Source: an optimization exercise on an open RTL-to-GDS flow (aim: small area). Production flows keep margins and buffers that such runs may drop. The RTL was checked by simulation tests, not by an equivalence proof against the original design. Power figures rest on the tool's default switching activity, not on a simulated workload.

===== design.v =====
`timescale 1ns/1ns
package dram_pkg;
  localparam int ADDR_WIDTH = 32;
  localparam int CH_WIDTH   = 5;    
  localparam int BK_WIDTH   = 4;    
  localparam int ROW_WIDTH  = 14;
  localparam int COL_WIDTH  = 5;
  localparam int COL_LSB   = 3;
  localparam int BK_LSB    = 8;
  localparam int ROW_LSB   = 12;
  localparam int CH_LSB    = 26;
  localparam int RANGE_BIT = 31;    
  localparam int CFR_IDX_LSB = 3;   
  localparam int CFR_NUM     = 4;
  typedef logic [ADDR_WIDTH-1:0]      host_addr_t;
  typedef logic [CH_WIDTH-1:0]        ch_addr_t;
  typedef logic [BK_WIDTH-1:0]        bk_addr_t;
  typedef logic [ROW_WIDTH-1:0]       row_addr_t;
  typedef logic [COL_WIDTH-1:0]       col_addr_t;
  typedef logic [$clog2(CFR_NUM)-1:0] cfr_idx_t;
endpackage
`timescale 1ns/1ns
package dma_pkt_pkg;
  localparam int DATA_WIDTH = 64;
  localparam int MASK_WIDTH = DATA_WIDTH / 8;   
  typedef logic [DATA_WIDTH-1:0] data_t;
  typedef logic [MASK_WIDTH-1:0] mask_t;        
  typedef enum logic {
    DRAM_RANGE = 1'b0,
    CFR_RANGE  = 1'b1
  } addr_range_t;
  typedef enum logic {
    WRITE = 1'b0,
    READ  = 1'b1
  } req_type_t;
  typedef enum logic [1:0] {
    DEST_WR   = 2'd0,   
    DEST_RD   = 2'd1,   
    DEST_DREG = 2'd2    
  } dest_t;
endpackage
`timescale 1ns/1ns
module trx_decoder (
  input  logic                     clk,
  input  logic                     rst,
  input  logic                     in_valid,
  output logic                     in_ready,
  input  dram_pkg::host_addr_t     in_addr,
  input  dma_pkt_pkg::data_t       in_data,
  input  dma_pkt_pkg::mask_t       in_mask,
  input  logic                     in_isrd,
  output logic                     dec_valid,
  input  logic                     dec_ready,
  output dma_pkt_pkg::addr_range_t dec_range,
  output logic                     dec_isrd,
  output dram_pkg::ch_addr_t       dec_ch,
  output dram_pkg::bk_addr_t       dec_bk,
  output dram_pkg::row_addr_t      dec_row,
  output dram_pkg::col_addr_t      dec_col,
  output dram_pkg::cfr_idx_t       dec_cfr_idx,
  output dma_pkt_pkg::data_t       dec_data,
  output dma_pkt_pkg::mask_t       dec_mask
);
  logic init_done;   
  logic load;        
  assign in_ready = init_done && (!dec_valid || dec_ready);
  assign load     = in_valid && in_ready;
  always_ff @(posedge clk or posedge rst) begin
    if (rst) begin
      init_done <= 1'b0;
      dec_valid <= 1'b0;
    end else begin
      init_done <= 1'b1;
      if (load) begin
        dec_valid <= 1'b1;
      end else if (dec_ready) begin
        dec_valid <= 1'b0;   
      end
    end
  end
  always_ff @(posedge clk) begin
    if (load) begin
      dec_range   <= in_addr[dram_pkg::RANGE_BIT] ? dma_pkt_pkg::CFR_RANGE : dma_pkt_pkg::DRAM_RANGE;
      dec_ch      <= in_addr[dram_pkg::CH_LSB +: dram_pkg::CH_WIDTH];
      dec_bk      <= in_addr[dram_pkg::BK_LSB +: dram_pkg::BK_WIDTH];
      dec_row     <= in_addr[dram_pkg::ROW_LSB +: dram_pkg::ROW_WIDTH];
      dec_col     <= in_addr[dram_pkg::COL_LSB +: dram_pkg::COL_WIDTH];
      dec_cfr_idx <= in_addr[dram_pkg::CFR_IDX_LSB +: $clog2(dram_pkg::CFR_NUM)];   
      dec_isrd    <= in_isrd;
      dec_data    <= in_data;
      dec_mask    <= in_mask;
    end
  end
endmodule
`timescale 1ns/1ns
module dma_core (
  input  logic                     clk,
  input  logic                     rst,
  input  logic                     dec_valid,
  output logic                     dec_ready,
  input  dma_pkt_pkg::addr_range_t dec_range,
  input  logic                     dec_isrd,
  input  dram_pkg::ch_addr_t       dec_ch,
  input  dram_pkg::bk_addr_t       dec_bk,
  input  dram_pkg::row_addr_t      dec_row,
  input  dram_pkg::col_addr_t      dec_col,
  input  dram_pkg::cfr_idx_t       dec_cfr_idx,
  input  dma_pkt_pkg::data_t       dec_data,
  input  dma_pkt_pkg::mask_t       dec_mask,
  output logic                     exq_wr,
  output dma_pkt_pkg::dest_t       exq_dest,
  output dram_pkg::ch_addr_t       exq_ch,
  output dram_pkg::bk_addr_t       exq_bk,
  output dram_pkg::row_addr_t      exq_row,
  output dram_pkg::col_addr_t      exq_col,
  output dma_pkt_pkg::data_t       exq_data,
  output dma_pkt_pkg::mask_t       exq_mask,
  input  logic                     exq_pfull
);
  dma_pkt_pkg::data_t cfr_reg [dram_pkg::CFR_NUM];   
  logic take;     
  logic is_cfr;   
  logic cfr_wr;   
  assign dec_ready = !exq_pfull;   
  assign take      = dec_valid && dec_ready;
  assign is_cfr    = (dec_range == dma_pkt_pkg::CFR_RANGE);
  assign cfr_wr    = take && is_cfr && !dec_isrd;
  assign exq_wr = take && (!is_cfr || dec_isrd);
  always_comb begin
    if (is_cfr) begin
      exq_dest = dma_pkt_pkg::DEST_DREG;
    end else if (dec_isrd) begin
      exq_dest = dma_pkt_pkg::DEST_RD;
    end else begin
      exq_dest = dma_pkt_pkg::DEST_WR;
    end
  end
  assign exq_ch  = dec_ch;
  assign exq_bk  = dec_bk;
  assign exq_row = dec_row;
  assign exq_col = dec_col;
  assign exq_data = is_cfr ? cfr_reg[dec_cfr_idx] : dec_data;
  assign exq_mask = is_cfr ? '0 : dec_mask;
  always_ff @(posedge clk or posedge rst) begin
    if (rst) begin
      for (int i = 0; i < dram_pkg::CFR_NUM; i++) begin
        cfr_reg[i] <= '0;
      end
    end else if (cfr_wr) begin
      for (int b = 0; b < dma_pkt_pkg::MASK_WIDTH; b++) begin
        if (dec_mask[b]) begin
          cfr_reg[dec_cfr_idx][8*b +: 8] <= dec_data[8*b +: 8];
        end
      end
    end
  end
endmodule
`timescale 1ns/1ns
module exit_queue #(
  parameter int QUE_DEPTH = 8,   
  parameter int QUE_PFULL = 5
) (
  input  logic                   clk,
  input  logic                   rst,
  input  logic                   exq_wr,
  input  dma_pkt_pkg::dest_t     exq_dest,
  input  dram_pkg::ch_addr_t     exq_ch,
  input  dram_pkg::bk_addr_t     exq_bk,
  input  dram_pkg::row_addr_t    exq_row,
  input  dram_pkg::col_addr_t    exq_col,
  input  dma_pkt_pkg::data_t     exq_data,
  input  dma_pkt_pkg::mask_t     exq_mask,
  output logic                   exq_pfull,
  output logic                   icnt_valid,
  input  logic                   icnt_rdy,
  output dma_pkt_pkg::req_type_t icnt_req_type,
  output dram_pkg::ch_addr_t     icnt_ch,
  output dram_pkg::bk_addr_t     icnt_bk,
  output dram_pkg::row_addr_t    icnt_row,
  output dram_pkg::col_addr_t    icnt_col,
  output dma_pkt_pkg::data_t     icnt_data,
  output dma_pkt_pkg::mask_t     icnt_mask,
  output logic                   orde_valid,
  input  logic                   orde_rdy,
  output dram_pkg::ch_addr_t     orde_ch,
  output dram_pkg::bk_addr_t     orde_bk,
  output dram_pkg::row_addr_t    orde_row,
  output dram_pkg::col_addr_t    orde_col,
  output logic                   dreg_valid,
  input  logic                   dreg_rdy,
  output dma_pkt_pkg::data_t     dreg_data
);
  localparam int PTR_W = $clog2(QUE_DEPTH);
  dma_pkt_pkg::dest_t     dest_mem [QUE_DEPTH];
  dram_pkg::ch_addr_t  ch_mem   [QUE_DEPTH];
  dram_pkg::bk_addr_t  bk_mem   [QUE_DEPTH];
  dram_pkg::row_addr_t row_mem  [QUE_DEPTH];
  dram_pkg::col_addr_t col_mem  [QUE_DEPTH];
  dma_pkt_pkg::data_t     data_mem [QUE_DEPTH];
  dma_pkt_pkg::mask_t     mask_mem [QUE_DEPTH];
  logic [PTR_W-1:0] wr_ptr;
  logic [PTR_W-1:0] rd_ptr;
  logic [PTR_W:0]   count;       
  logic             empty;
  logic             pop;
  dma_pkt_pkg::dest_t            head_dest;   
  assign empty     = (count == '0);
  assign exq_pfull = (count >= QUE_PFULL);
  assign head_dest = dest_mem[rd_ptr];
  always_ff @(posedge clk) begin
    if (exq_wr) begin
      dest_mem[wr_ptr] <= exq_dest;
      ch_mem[wr_ptr]   <= exq_ch;
      bk_mem[wr_ptr]   <= exq_bk;
      row_mem[wr_ptr]  <= exq_row;
      col_mem[wr_ptr]  <= exq_col;
      data_mem[wr_ptr] <= exq_data;
      mask_mem[wr_ptr] <= exq_mask;
    end
  end
  always_ff @(posedge clk or posedge rst) begin
    if (rst) begin
      wr_ptr <= '0;
      rd_ptr <= '0;
      count  <= '0;
    end else begin
      if (exq_wr) wr_ptr <= wr_ptr + 1'b1;   
      if (pop)    rd_ptr <= rd_ptr + 1'b1;
      case ({exq_wr, pop})
        2'b10:   count <= count + 1'b1;
        2'b01:   count <= count - 1'b1;
        default: count <= count;            
      endcase
    end
  end
  assign icnt_valid = !empty && ((head_dest == dma_pkt_pkg::DEST_WR) ||
                                 (head_dest == dma_pkt_pkg::DEST_RD && orde_rdy));
  assign orde_valid = !empty && (head_dest == dma_pkt_pkg::DEST_RD) && icnt_rdy;
  assign dreg_valid = !empty && (head_dest == dma_pkt_pkg::DEST_DREG);
  always_comb begin
    case (head_dest)
      dma_pkt_pkg::DEST_WR:   pop = !empty && icnt_rdy;
      dma_pkt_pkg::DEST_RD:   pop = !empty && icnt_rdy && orde_rdy;
      dma_pkt_pkg::DEST_DREG: pop = !empty && dreg_rdy;
      default:   pop = 1'b0;   
    endcase
  end
  assign icnt_req_type = (head_dest == dma_pkt_pkg::DEST_RD) ? dma_pkt_pkg::READ : dma_pkt_pkg::WRITE;
  assign icnt_ch       = ch_mem[rd_ptr];
  assign icnt_bk       = bk_mem[rd_ptr];
  assign icnt_row      = row_mem[rd_ptr];
  assign icnt_col      = col_mem[rd_ptr];
  assign icnt_data     = data_mem[rd_ptr];
  assign icnt_mask     = mask_mem[rd_ptr];
  assign orde_ch       = ch_mem[rd_ptr];
  assign orde_bk       = bk_mem[rd_ptr];
  assign orde_row      = row_mem[rd_ptr];
  assign orde_col      = col_mem[rd_ptr];
  assign dreg_data     = data_mem[rd_ptr];   
endmodule
`timescale 1ns/1ns
module dma_pgen #(
  parameter int QUE_DEPTH = 8,
  parameter int QUE_PFULL = 5
) (
  input  logic                   clk,
  input  logic                   rst,
  input  logic                   in_valid,
  output logic                   in_ready,
  input  dram_pkg::host_addr_t   in_addr,
  input  dma_pkt_pkg::data_t     in_data,
  input  dma_pkt_pkg::mask_t     in_mask,
  input  logic                   in_isrd,
  output logic                   icnt_valid,
  input  logic                   icnt_rdy,
  output dma_pkt_pkg::req_type_t icnt_req_type,
  output dram_pkg::ch_addr_t     icnt_ch,
  output dram_pkg::bk_addr_t     icnt_bk,
  output dram_pkg::row_addr_t    icnt_row,
  output dram_pkg::col_addr_t    icnt_col,
  output dma_pkt_pkg::data_t     icnt_data,
  output dma_pkt_pkg::mask_t     icnt_mask,
  output logic                   orde_valid,
  input  logic                   orde_rdy,
  output dram_pkg::ch_addr_t     orde_ch,
  output dram_pkg::bk_addr_t     orde_bk,
  output dram_pkg::row_addr_t    orde_row,
  output dram_pkg::col_addr_t    orde_col,
  output logic                   dreg_valid,
  input  logic                   dreg_rdy,
  output dma_pkt_pkg::data_t     dreg_data
);
  logic                     dec_valid;
  logic                     dec_ready;
  dma_pkt_pkg::addr_range_t dec_range;
  logic                     dec_isrd;
  dram_pkg::ch_addr_t       dec_ch;
  dram_pkg::bk_addr_t       dec_bk;
  dram_pkg::row_addr_t      dec_row;
  dram_pkg::col_addr_t      dec_col;
  dram_pkg::cfr_idx_t       dec_cfr_idx;
  dma_pkt_pkg::data_t       dec_data;
  dma_pkt_pkg::mask_t       dec_mask;
  logic                     exq_wr;
  dma_pkt_pkg::dest_t       exq_dest;
  dram_pkg::ch_addr_t       exq_ch;
  dram_pkg::bk_addr_t       exq_bk;
  dram_pkg::row_addr_t      exq_row;
  dram_pkg::col_addr_t      exq_col;
  dma_pkt_pkg::data_t       exq_data;
  dma_pkt_pkg::mask_t       exq_mask;
  logic                     exq_pfull;
  trx_decoder u_trx_decoder (
    .clk,
    .rst,
    .in_valid,
    .in_ready,
    .in_addr,
    .in_data,
    .in_mask,
    .in_isrd,
    .dec_valid,
    .dec_ready,
    .dec_range,
    .dec_isrd,
    .dec_ch,
    .dec_bk,
    .dec_row,
    .dec_col,
    .dec_cfr_idx,
    .dec_data,
    .dec_mask
  );
  dma_core u_dma_core (
    .clk,
    .rst,
    .dec_valid,
    .dec_ready,
    .dec_range,
    .dec_isrd,
    .dec_ch,
    .dec_bk,
    .dec_row,
    .dec_col,
    .dec_cfr_idx,
    .dec_data,
    .dec_mask,
    .exq_wr,
    .exq_dest,
    .exq_ch,
    .exq_bk,
    .exq_row,
    .exq_col,
    .exq_data,
    .exq_mask,
    .exq_pfull
  );
  exit_queue #(
    .QUE_DEPTH (QUE_DEPTH),
    .QUE_PFULL (QUE_PFULL)
  ) u_exit_queue (
    .clk,
    .rst,
    .exq_wr,
    .exq_dest,
    .exq_ch,
    .exq_bk,
    .exq_row,
    .exq_col,
    .exq_data,
    .exq_mask,
    .exq_pfull,
    .icnt_valid,
    .icnt_rdy,
    .icnt_req_type,
    .icnt_ch,
    .icnt_bk,
    .icnt_row,
    .icnt_col,
    .icnt_data,
    .icnt_mask,
    .orde_valid,
    .orde_rdy,
    .orde_ch,
    .orde_bk,
    .orde_row,
    .orde_col,
    .dreg_valid,
    .dreg_rdy,
    .dreg_data
  );
endmodule

===== run.sh =====
#!/bin/bash
# synth_recipe.tcl (not shown) runs the flow's synth.tcl, then flattens the netlist and writes it again
# the make line also repeats each setting of config.mk as NAME=value (left out here)
make -C /OpenROAD-flow-scripts/flow DESIGN_CONFIG=/design/flow/config.mk WORK_HOME=/design/flow/orfs CLKGATE_MAP_FILE= SYNTH_SCRIPT=/design/flow/synth_recipe.tcl finish

===== constraint.sdc =====
create_clock -name core_clock -period 5.0 [get_ports {clk}]
set_input_delay 1.0000 -clock core_clock [delete_from_list [all_inputs] [get_ports {clk}]]
set_output_delay 1.0000 -clock core_clock [all_outputs]
set_load 0.01 [all_outputs]

===== config.mk =====
export PLATFORM = sky130hd
export DESIGN_NAME = dma_pgen
export DESIGN_NICKNAME = dma_pgen
export VERILOG_FILES = /design/flow/design.v
export SDC_FILE = /design/flow/constraint.sdc
export NUM_CORES = 4
export LEC_CHECK = 0
export CAP_MARGIN = 20
export CORE_MARGIN = 2
export CORE_UTILIZATION = 40
export SLEW_MARGIN = 20

==> reports/results.ini <==
[yosys]
yosysSeqAreaShare = 0.732
ys_warn_count = 4
synth_cells = 2168
synth_top_area_frac = 0.589
synth_top_cell_by_area = edfxtp_1
avgSynthCellArea_um2 = 21.6
syn_nets = 2285
ys_types = 36
synth.ff_latch_count = 1186
synth_area_um2 = 46800
synth_area_leaders = edfxtp_1, dfrtp_1, mux4_2, mux2_2, buf_4

[setup_path]
end_kind = output port
crit_family = buffers and inverters
critPathMaxFanout = 31
start_kind = flip-flop
critPathBufInv = 3
required_ns = 4.00
slowest_delay_ns = 0.78
critical_path_class = reg -> out
cp_slowest_cell = dfrtp_4
cp_cell_sequence = buf_12, buf_4, mux4_2, mux2_2, clkdlybuf4s50_1
cp.arrival_ns = 3.56

[sta]
slew_headroom = 0.293
setup_viol = 0
worst_pin_slew_ns = 1.06
post-route-period-util = 0.912
skew_ns = 0.0298
final_hold_viol_count = 0
finalCriticalPeriod_ns = 4.56
fmax_mhz = 219
rsz0062_at_grt = no
report.final.slew_viol_count = 0

[routing]
vias = 21500
routed_wl_um = 102000
drcViolationCount = 0
drtIter0Drc = 1465
drt_pass1_iterations = 5
postRouteAntennaNets = 0
wl_per_cell_um = 24.8
viasPerCell = 5.26

[status]
status = complete, no violations

[place]
gp_congestion = 0.707
hpwl_um = 57800
placed_area_um2 = 51400
port-buffer-count = 304

[global_routing]
grt_use_met3 = 0.0302
globalRouteMet1Util = 0.219
grt_pass1_vias = 23500
grt-ovfl-total = 0
met2_usage = 0.298
track_usage = 0.169
grt_max_degree = 141
grt-busiest-layer = met2
antenna_found_initial = 4
grt_pass1_wl_um = 151000

[job]
maxCapViolCount = 0

[cells_and_area]
final_core_util = 0.478
largest_reg_flops = 512
drive_gt1_frac = 0.357
fin_area_um2 = 55500
syn_to_final_growth_pct = 18.5
fin_nets = 2579

[clock_tree]
htree_levels = 3
clkTransAtPathRegs_ns = 0.06
holdBufCountCts = 0
clk_path_buf_depth = 3
cts_tree = done
clkLatencyLatePin_ns = 0.70
post_cts_buffers = 0
clock_sinks = 1186
cts_made_buffers = 120
cts-root-buf = clkbuf_16
cts_resized = 0

[die]
core.rowCount = 125
io_pins = 308
start_util = 0.403
die_h_um = 346
die_width_um = 346
dieArea_um2 = 120000
core_area_um2 = 116000

[power]
p_per_area_nw_per_um2 = 585
ir_drop_uv = 383
cellLeakagePower_nw = 19.6

[min_path]
min_path_type = reg -> reg

==> stage by stage <==
step                      setup TNS, ns  hold slack [ns]  std cells  power, mW  setup slack, ns
after floorplan                 -811.37            0.459       2168       20.0            -1.10
after global placement                0            0.468       3864       23.5             1.10
after detailed placement              0            0.477       3864       23.8             1.08
after CTS                             0            0.491       4089       33.0            0.302
after global routing                  0            0.506       4089       34.0            0.218
final                                 0            0.488       4092       32.5            0.442
==> worst reg2reg max path, stage by stage, from the launching register on <==
cell and delay (ns):
dfrtp_4 0.78, mux4_2 0.59, mux2i_1 0.45, o2111ai_1 0.28
nand2_1 0.27, ha_1 0.26, ha_1 0.25, a21o_1 0.18
a21oi_1 0.17, xnor2_1 0.13, nor2_1 0.06, xor2_1 0.14
==> Yosys cell counts (all sizes together) <==
cell type	number
edfxtp	918
mux2	421
dfrtp	268
mux4	268
buf	136
clkbuf	44
nand2	36
nor2b	11
and2	9
inv	7
nor2	7
nor3	6
ha	5
nand2b	4
xor2	4
mux2i	3
o21ai	3
xnor2	3
a21o	2
a21oi	2
and3	2
and3b	1
conb	1
fa	1
nand4b	1
nor3b	1
o2111ai	1
o211a	1
or3b	1
or4	1
==> power by group <==
part,switching (mW),internal [mW],total [mW],leakage (nW)
Clock,3.66,5.45,9.11,1.98
Sequential,0.765,12.5,13.2,12.0
Combinational,4.46,5.64,10.1,5.65
==> per-layer routing <==
| metal | part of all wire | up-vias |
|---|---|---|
| li1 | - | 9298 |
| met5 | 0.00022 | - |
| met3 | 0.050 | 123 |
| met4 | 0.015 | 4 |
| met2 | 0.52 | 509 |
| met1 | 0.42 | 11600 |
==> worst paths after layout <==
path,startpoint,to,slack (ns),cells after the start
max,u_exit_queue.rd_ptr[0],icnt_data[23],0.44,5
min,u_dma_core.cfr_reg[2][55],u_dma_core.cfr_reg[2][55],0.49,1
max reg2reg,u_exit_queue.rd_ptr[0],u_exit_queue.count[3],1.32,11
min reg2reg,u_dma_core.cfr_reg[2][55],u_dma_core.cfr_reg[2][55],0.49,1
max in group asynchronous,rst,u_exit_queue.rd_ptr[0],3.42,3
min in group asynchronous,rst,u_dma_core.cfr_reg[2][44],0.84,3
==> logic make-up (layout without fill, tap and decap cells) <==
logic type | count (synthesis) | after routing | share of synthesized area
buf+inv | 187 | 584 | 0.0233
other cells | 1 | 4 | 0.0000801
fa+ha+maj | 6 | 6 | 0.00176
xor+xnor | 7 | 7 | 0.00131
flops | 1186 | 1186 | 0.732
compound gates | 9 | 9 | 0.00126
simple gates | 80 | 80 | 0.00877
mux | 692 | 692 | 0.231
==> cell type report <==
class | count | area (um^2)
Fill cell | 9395 | 60600
Sequential cell | 1186 | 34300
Multi-Input combinational cell | 795 | 11500
Timing Repair Buffer | 352 | 3630
Clock buffer | 165 | 3400
Tap cell | 1524 | 1910
Clock inverter | 60 | 672
Inverter | 7 | 30.0
Antenna cell | 3 | 7.51
==> cell usage in the layout (no fill, tap or decap), types with 2 or more instances in the layout <==
cell | Yosys | final
dfrtp_1 | 268 | 265
nor2b_1 | 11 | 11
a21oi_1 | 2 | 2
clkdlybuf4s50_1 | 0 | 304
inv_1 | 7 | 6
clkinv_1 | 0 | 16
clkinv_2 | 0 | 19
mux2_1 | 20 | 20
mux2_2 | 401 | 401
edfxtp_1 | 918 | 918
nor2_4 | 0 | 6
bufinv_16 | 0 | 14
and2_1 | 9 | 9
ha_1 | 5 | 5
dfrtp_4 | 0 | 3
a21o_1 | 2 | 2
clkinv_4 | 0 | 2
clkbuf_8 | 0 | 12
nand2_1 | 36 | 36
nor3_4 | 0 | 5
diode_2 | 0 | 3
o21ai_0 | 2 | 2
clkinvlp_4 | 0 | 7
xor2_1 | 4 | 4
xnor2_1 | 3 | 3
clkbuf_1 | 44 | 28
buf_12 | 0 | 18
mux4_2 | 268 | 268
nand2b_1 | 4 | 4
clkbuf_16 | 0 | 125
mux2i_1 | 2 | 2
buf_4 | 92 | 30
inv_6 | 0 | 2

## port drivers added, routing unchanged
How much do the figures lean on ideal ports? The routed layout below was timed once more, with nothing changed but the port constraints. Step 1: set_driving_cell puts a clkbuf_16 on clk and a buf_2 on each other input, an assumption about the parent block. Step 2 times the ports against the registers' clock, not the clock port: input delays grow and output delays shrink by t, the midpoint of the rising clock arrivals with the driver on. a / b / c = ideal ports / drivers / drivers and shift; a / b = the first two.
t, ns: 0.754
setup slack, ns: 0.442 / 0.375 / 1.128
worst data-port slew with drivers (ns): 0.16
After both steps setup and hold are still met in this run. The setup slack of this run moves by -0.067 ns with the drivers and by +0.686 ns with both steps.
